This design comes from an exercise in tuning for small area on the open sky130 flow, not from production work. Only simulation tests tie the RTL to the original design; equivalence was not proved. No activity file was given, so power comes from the tool's default toggle rates.

==> design/flow/design.v <==
module prach_hb1_sched #(
  parameter int NUM_CHANNEL = 16,
  parameter int CHN_WIDTH   = 8
) (
  input  logic                  clk,
  input  logic                  rst,
  input  logic signed [15:0]    din_dq,
  input  logic                  din_dv,
  input  logic [CHN_WIDTH-1:0]  din_chn,
  input  logic                  sync_in,
  input  logic                  clr_sticky,
  output logic signed [15:0]    dout_dp1,
  output logic signed [15:0]    dout_dp2,
  output logic                  dout_dv,
  output logic [CHN_WIDTH-1:0]  dout_chn,
  output logic                  sync_out,
  output logic                  underrun,
  output logic                  overrun,
  output logic [15:0]           underrun_cnt,
  output logic [15:0]           overrun_cnt
);
  localparam int                   IDX_W     = (NUM_CHANNEL > 1) ? $clog2(NUM_CHANNEL) : 1;
  localparam logic [IDX_W-1:0]     LAST_SLOT = IDX_W'(NUM_CHANNEL - 1);
  localparam logic [CHN_WIDTH-1:0] NUM_CHN_C = CHN_WIDTH'(NUM_CHANNEL);
  logic [NUM_CHANNEL-1:0] phase_r;      
  logic [NUM_CHANNEL-1:0] pending_r;    
  logic signed [15:0]     stage_r  [NUM_CHANNEL];
  logic signed [15:0]     buf_p1_r [NUM_CHANNEL];
  logic signed [15:0]     buf_p2_r [NUM_CHANNEL];
  logic [IDX_W-1:0]       slot_r;
  logic [IDX_W-1:0]       slot_nxt_s;
  logic                   first_frame_r;    
  logic                   first_frame_nxt_s;
  logic [IDX_W-1:0]       din_idx_s;
  logic                   din_ok_s;
  logic                   complete_s;
  logic                   issue_s;
  logic                   underrun_ev_s;
  logic                   overrun_ev_s;
  logic signed [15:0]     dout_dp1_r;
  logic signed [15:0]     dout_dp2_r;
  logic                   dout_dv_r;
  logic [CHN_WIDTH-1:0]   dout_chn_r;
  logic                   sync_out_r;
  logic                   underrun_r;
  logic                   overrun_r;
  assign din_idx_s = din_chn[IDX_W-1:0];
  always_ff @(posedge clk or posedge rst) begin
    if (rst) begin
      slot_r        <= '0;
      first_frame_r <= 1'b1;
    end else begin
      slot_r        <= slot_nxt_s;
      first_frame_r <= first_frame_nxt_s;
    end
  end
  always_comb begin
    slot_nxt_s        = slot_r;
    first_frame_nxt_s = first_frame_r;
    issue_s           = 1'b0;
    underrun_ev_s     = 1'b0;
    if (sync_in) begin
      slot_nxt_s        = '0;
      first_frame_nxt_s = 1'b1;
    end else begin
      issue_s       = pending_r[slot_r];
      underrun_ev_s = !pending_r[slot_r] && !first_frame_r;
      if (slot_r == LAST_SLOT) begin
        slot_nxt_s        = '0;
        first_frame_nxt_s = 1'b0;
      end else begin
        slot_nxt_s        = slot_r + IDX_W'(1);
        first_frame_nxt_s = first_frame_r;
      end
    end
  end
  always_comb begin
    din_ok_s     = 1'b0;
    complete_s   = 1'b0;
    overrun_ev_s = 1'b0;
    if (din_dv && (din_chn < NUM_CHN_C)) begin
      din_ok_s = 1'b1;
      if (!sync_in && phase_r[din_idx_s]) begin
        complete_s = 1'b1;
        overrun_ev_s = pending_r[din_idx_s] &&
                       !(issue_s && (din_idx_s == slot_r));
      end else begin
        complete_s   = 1'b0;
        overrun_ev_s = 1'b0;
      end
    end else begin
      din_ok_s = 1'b0;
    end
  end
  always_ff @(posedge clk or posedge rst) begin
    if (rst) begin
      phase_r   <= '0;
      pending_r <= '0;
      for (int k = 0; k < NUM_CHANNEL; k++) begin
        stage_r[k]  <= 16'sd0;
        buf_p1_r[k] <= 16'sd0;
        buf_p2_r[k] <= 16'sd0;
      end
    end else if (sync_in) begin
      phase_r   <= '0;
      pending_r <= '0;
      if (din_ok_s) begin
        stage_r[din_idx_s] <= din_dq;
        phase_r[din_idx_s] <= 1'b1;
      end
    end else begin
      if (issue_s) begin
        pending_r[slot_r] <= 1'b0;
      end
      if (din_ok_s) begin
        if (complete_s) begin
          buf_p2_r[din_idx_s]  <= stage_r[din_idx_s];
          buf_p1_r[din_idx_s]  <= din_dq;
          phase_r[din_idx_s]   <= 1'b0;
          pending_r[din_idx_s] <= 1'b1;
        end else begin
          stage_r[din_idx_s]   <= din_dq;
          phase_r[din_idx_s]   <= 1'b1;
        end
      end
    end
  end
  always_ff @(posedge clk or posedge rst) begin
    if (rst) begin
      dout_dp1_r <= 16'sd0;
      dout_dp2_r <= 16'sd0;
      dout_dv_r  <= 1'b0;
      dout_chn_r <= '0;
      sync_out_r <= 1'b0;
    end else begin
      dout_chn_r <= CHN_WIDTH'(slot_r);
      sync_out_r <= (slot_r == IDX_W'(0));
      if (issue_s) begin
        dout_dp1_r <= buf_p1_r[slot_r];
        dout_dp2_r <= buf_p2_r[slot_r];
        dout_dv_r  <= 1'b1;
      end else begin
        dout_dp1_r <= 16'sd0;
        dout_dp2_r <= 16'sd0;
        dout_dv_r  <= 1'b0;
      end
    end
  end
  always_ff @(posedge clk or posedge rst) begin
    if (rst) begin
      underrun_r <= 1'b0;
      overrun_r  <= 1'b0;
    end else begin
      underrun_r <= underrun_ev_s | (underrun_r & ~clr_sticky);
      overrun_r  <= overrun_ev_s  | (overrun_r  & ~clr_sticky);
    end
  end
  assign dout_dp1 = dout_dp1_r;
  assign dout_dp2 = dout_dp2_r;
  assign dout_dv  = dout_dv_r;
  assign dout_chn = dout_chn_r;
  assign sync_out = sync_out_r;
  assign underrun = underrun_r;
  assign overrun  = overrun_r;
  logic [15:0] underrun_cnt_r;
  logic [15:0] overrun_cnt_r;
  function automatic logic [15:0] sat_inc(input logic [15:0] v);
    sat_inc = (v == 16'hFFFF) ? v : (v + 16'd1);
  endfunction
  always_ff @(posedge clk or posedge rst) begin
    if (rst) begin
      underrun_cnt_r <= 16'd0;
      overrun_cnt_r  <= 16'd0;
    end else if (clr_sticky) begin
      underrun_cnt_r <= {15'd0, underrun_ev_s};
      overrun_cnt_r  <= {15'd0, overrun_ev_s};
    end else begin
      if (underrun_ev_s) begin
        underrun_cnt_r <= sat_inc(underrun_cnt_r);
      end
      if (overrun_ev_s) begin
        overrun_cnt_r <= sat_inc(overrun_cnt_r);
      end
    end
  end
  assign underrun_cnt = underrun_cnt_r;
  assign overrun_cnt  = overrun_cnt_r;
endmodule
==> design/flow/run.sh <==
#!/bin/bash
# synth_recipe.tcl (not shown) runs the flow's synth.tcl, then flattens the netlist and writes it again
# the make line also repeats each setting of config.mk as NAME=value (left out here)
make -C /OpenROAD-flow-scripts/flow DESIGN_CONFIG=/design/flow/config.mk WORK_HOME=/design/flow/orfs CLKGATE_MAP_FILE= SYNTH_SCRIPT=/design/flow/synth_recipe.tcl finish
==> design/flow/config.mk <==
export PLATFORM = sky130hd
export DESIGN_NAME = prach_hb1_sched
export DESIGN_NICKNAME = prach_hb1_sched
export VERILOG_FILES = /design/flow/design.v
export SDC_FILE = /design/flow/constraint.sdc
export NUM_CORES = 4
export LEC_CHECK = 0
export CAP_MARGIN = 20
export CORE_MARGIN = 2
export CORE_UTILIZATION = 40
export SLEW_MARGIN = 20
==> design/flow/constraint.sdc <==
create_clock -name core_clock -period 5.0 [get_ports {clk}]
set_input_delay 1.0000 -clock core_clock [delete_from_list [all_inputs] [get_ports {clk}]]
set_output_delay 1.0000 -clock core_clock [all_outputs]
set_load 0.01 [all_outputs]
==> summary.md <==
| Metric | Value |
|---|---|
| Status | finished clean |
| Dpl cell area | 41900 um2 |
| Most frequent cells after synthesis | 876 x dfrtp_1, 674 x mux2_2, 225 x a22oi_1, 162 x clkbuf_1, 80 x mux2_4 |
| Worst Tran Pin Value | 1.16 ns |
| YS warnings | 4 |
| Part of the power in registers | 46.8% |
| Detail-routed net length per standard cell | 27.2 um |
| Total track usage | 23.0% |
| Slew HR | 22.7% |
| Drt first pass iters | 5 |
| Clock sinks | 877 |
| Final period util | 80.1% |
| Vias in the first global route | 27156 |
| Critical Path Sink Type | flop |
| Root Buffer | clkbuf_16 |
| Crit path max-delay family | buffers and inverters |
| Final setup vio count | 0 |
| Fill cells | 8639 |
| Die W | 318 um |
| Clock skew | 0.0359 ns |
| Net switching power | 3690 uW |
| Post-cts sizing count | 0 |
| Leakage | 0.0215 uW |
| Top-count cell post-synth | dfrtp_1 |
| Crit path top cell by count | buf_4 |
| CP max-delay cell | clkdlybuf4s50_1 |
| Asr flop ratio synth | 100% |
| HP Class | reg -> reg |
| Clock share of power | 47.1% |
| Crit Path Category | in -> reg |
| Drt drc | 0 |
| Final RePlAce weighted congestion | 0.826 |
| Primary FF master, synth | dfrtp_1 |
| Total Power | 15600 uW |
| Fin nets | 2995 |
| Req. time, crit path | 5.53 ns |
| Maximum VDD drop | 226 uV |
| Final wirelength | 118000 um |
| CP Depth | 6 |
| Number of flops mapped to enable cells by yosys | 0 |
| Arr. time, crit path | 4.54 ns |
| Register area share after synthesis | 55.6% |
| #FFs+latches synth | 877 |
| Maxcap violations | 0 |
| R2R Path Start | slot_r[1] |
| Worst R2R Setup Slack | 1.36 ns |
| Setup Buffers After CTS | 0 |
| Largest net degree at the start of global routing | 149 |
| Boundary pin count | 105 |
| Critical-path cell list | clkdlybuf4s50_1, buf_4, and3_1, buf_4, nand3_2, mux2_2 |
| Initial Util | 40.2% |
| Drt initial violations | 2280 |
| Post-synth top area share | 55.5% |
| RSZ-0062 raised after global routing | no |
| Maximum root-to-sink buffer count | 3 |
| First-pass GRT wire length | 178000 um |
| Share of layout cells above drive strength 1 | 36.8% |
| Tmin final | 4.00 ns |
| Count of pins over their slew limit | 0 |
| CP startpoint kind | input pin |
| Final number of hold-violating endpoints | 0 |
| CP max FO | 16 |
| Crit path launch | din_chn[3] |
| CTS tree | yes |
| Initial antenna violation count | 1 |
| Worst Path Buf+Inv | 3 |
| DRT antenna net count | 0 |
| Max Freq | 0.250 GHz |
| Synth Cell Area | 39500 um2 |
| PwrDens | 346 nW/um2 |
| Number of core rows | 115 |
| Reg-to-Reg End | dout_dp2_r[11] |
| Clock latency (worst-skew pair) | 0.68 ns |
| Largest stage delay on the critical path | 0.93 ns |
| Total number of vias | 25953 |
| Post-DP HPWL | 69000 um |
| Internal power | 11900 uW |
| Synth cell types | 70 |
| Sw frac | 23.6% |
| DIE AREA | 101000 um2 |
| CTS Buf Count | 95 |
| Hold_buf cts | 0 |
| R2R cell count | 9 |
| Synthesized netlist cell count | 2936 |
| Avg Inst Size Synth | 13.4 um2 |
| Total gr overflow | 0 |
| H-tree levels | 3 |
| Die height | 318 um |
| Reg clk slew, reported paths | 0.07 ns |
| Area leader, netlist | dfrtp_1 |
| IO buf count | 100 |
| Area grow syn2layout | 14.3% |
| Core area | 98100 um2 |
| Via density | 6.01 |
| Synth area leaders | dfrtp_1 56%, mux2_2 19%, a22oi_1 4.3% |
| Logic gate share of total power | 6.1% |
| Finished Cell Area | 45100 um2 |
| CP Capture Point | stage_r[12][6] |
[how the worst min path moves through the flow]
stage | start | to | slack (ns) | cells after the start
floorplan | slot_r[3] | dout_chn_r[3] | 0.39 | 0
finish | first_frame_r | first_frame_r | 0.48 | 2
global route | buf_p1_r[3][4] | buf_p1_r[3][4] | 0.51 | 1
detailed placement | first_frame_r | first_frame_r | 0.47 | 2
global placement | first_frame_r | first_frame_r | 0.46 | 2
CTS | first_frame_r | first_frame_r | 0.48 | 2
[area by class of cell]
class / instances / area, um2 / share of cell area (%)
tap: 1287 / 1610 / 3.57
timing repair buffer: 207 / 2120 / 4.70
multi-input combinational: 1742 / 16000 / 35.5
antenna: 1 / 2.50 / 0.00555
inverter: 31 / 120 / 0.266
sequential: 877 / 21900 / 48.6
clock buffer: 138 / 2830 / 6.27
clock inverter: 33 / 474 / 1.05
[state kept, by name, indices dropped and copies added (netlist names), named ones only]
| signal | count |
|---|---|
| underrun_cnt_r | 16 |
| dout_dv_r | 1 |
| slot_r | 4 |
| pending_r | 16 |
| sync_out_r | 1 |
| underrun_r | 1 |
| dout_dp1_r | 16 |
| buf_p2_r | 256 |
| overrun_r | 1 |
| buf_p1_r | 256 |
| overrun_cnt_r | 16 |
| dout_dp2_r | 16 |
| first_frame_r | 1 |
| stage_r | 256 |
| dout_chn_r | 4 |
[cell families after synthesis]
kind of cell | synth area share [%]
flops | 55.6
mux | 23.9
compound gates | 10.1
simple gates | 5.71
buf+inv | 4.02
fa+ha+maj | 0.380
xor+xnor | 0.222
other cells | 0.00950
[stage by stage]
stage          setup slack, ns  hold WS, ns  utilization (%)  cells   TNS, ns
2_1_floorplan            -8.06        0.389                -   2939  -7062.50
3_3_place_gp             0.385        0.463             42.6   4143         0
3_5_place_dp             0.389        0.473             42.6   4143         0
4_1_cts                   1.09        0.483             46.0   4314         0
5_1_grt                  0.899        0.506             46.0   4315         0
6_report                 0.996        0.484             46.0   4316         0
[power by group through the flow]
stage | Clock [uW] | Sequential, uW | Combinational (uW)
after detailed placement | 0 | 7440 | 951
after global routing | 7820 | 7320 | 1020
after CTS | 7500 | 7310 | 955
final | 7360 | 7310 | 948
after global placement | 0 | 7430 | 930
after floorplan | 0 | 7430 | 572
[tightest hold or removal path: cells and delay by family (launching register included)]
kind / cells / cell delay, ns
buffers and inverters: 1 / 0.04
AOI/OAI and AO/OA: 1 / 0.07
DFF: 1 / 0.37
[routing by layer]
layer  track usage, %  routed length (um)
met1             31.7               51800
met2             37.7               56100
met3             3.38                6740
met4             7.05                2910
met5                0                   0
[placed cells by master (no fill, tap or decap), types with 9 or more instances in the layout]
master	n
nor2_1	70
and3_1	28
a22oi_1	225
nor2b_1	40
clkbuf_8	27
clkbuf_1	15
and3_2	19
buf_12	29
mux2_4	80
mux2_1	36
o31ai_1	18
clkbuf_16	96
nand2_1	36
o221a_2	17
a22o_1	51
a221oi_1	52
a222oi_1	12
mux2_2	674
mux2i_1	14
inv_1	29
buf_2	10
nand4_1	61
clkdlybuf4s50_1	90
a21oi_1	41
buf_4	77
bufinv_16	9
o21ai_0	37
ha_1	12
clkinv_2	14
dfrtp_1	876
nand3_1	51
nor3_1	9
o22ai_1	16
a311o_1	16
and2_2	13

-- separate check: timing with driven ports --
In the flow no input, the clock included, has a driving cell. The finished layout below was timed again as built, in two steps.
Step 1 (the two cells are an assumption about what drives the block):
set clk [get_ports {clk}]
set_driving_cell -lib_cell sky130_fd_sc_hd__clkbuf_16 $clk
set_driving_cell -lib_cell sky130_fd_sc_hd__buf_2 [delete_from_list [all_inputs] $clk]
Step 2, shift: input delay + t, output delay - t, t = (earliest + latest rising clock arrival at the registers) / 2. This alone moves slack from input paths to output paths.
Slacks: ideal ports / drivers / drivers and shift; pairs: ideal ports / drivers.
t (ns): 0.728
setup slack, ns: 0.996 / 1.030 / 0.302
worst slew at a driven data input, ns: 0.10
After both steps this run still meets setup and hold. For this run, drivers alone change the setup slack by +0.034 ns; drivers and shift together by -0.694 ns.
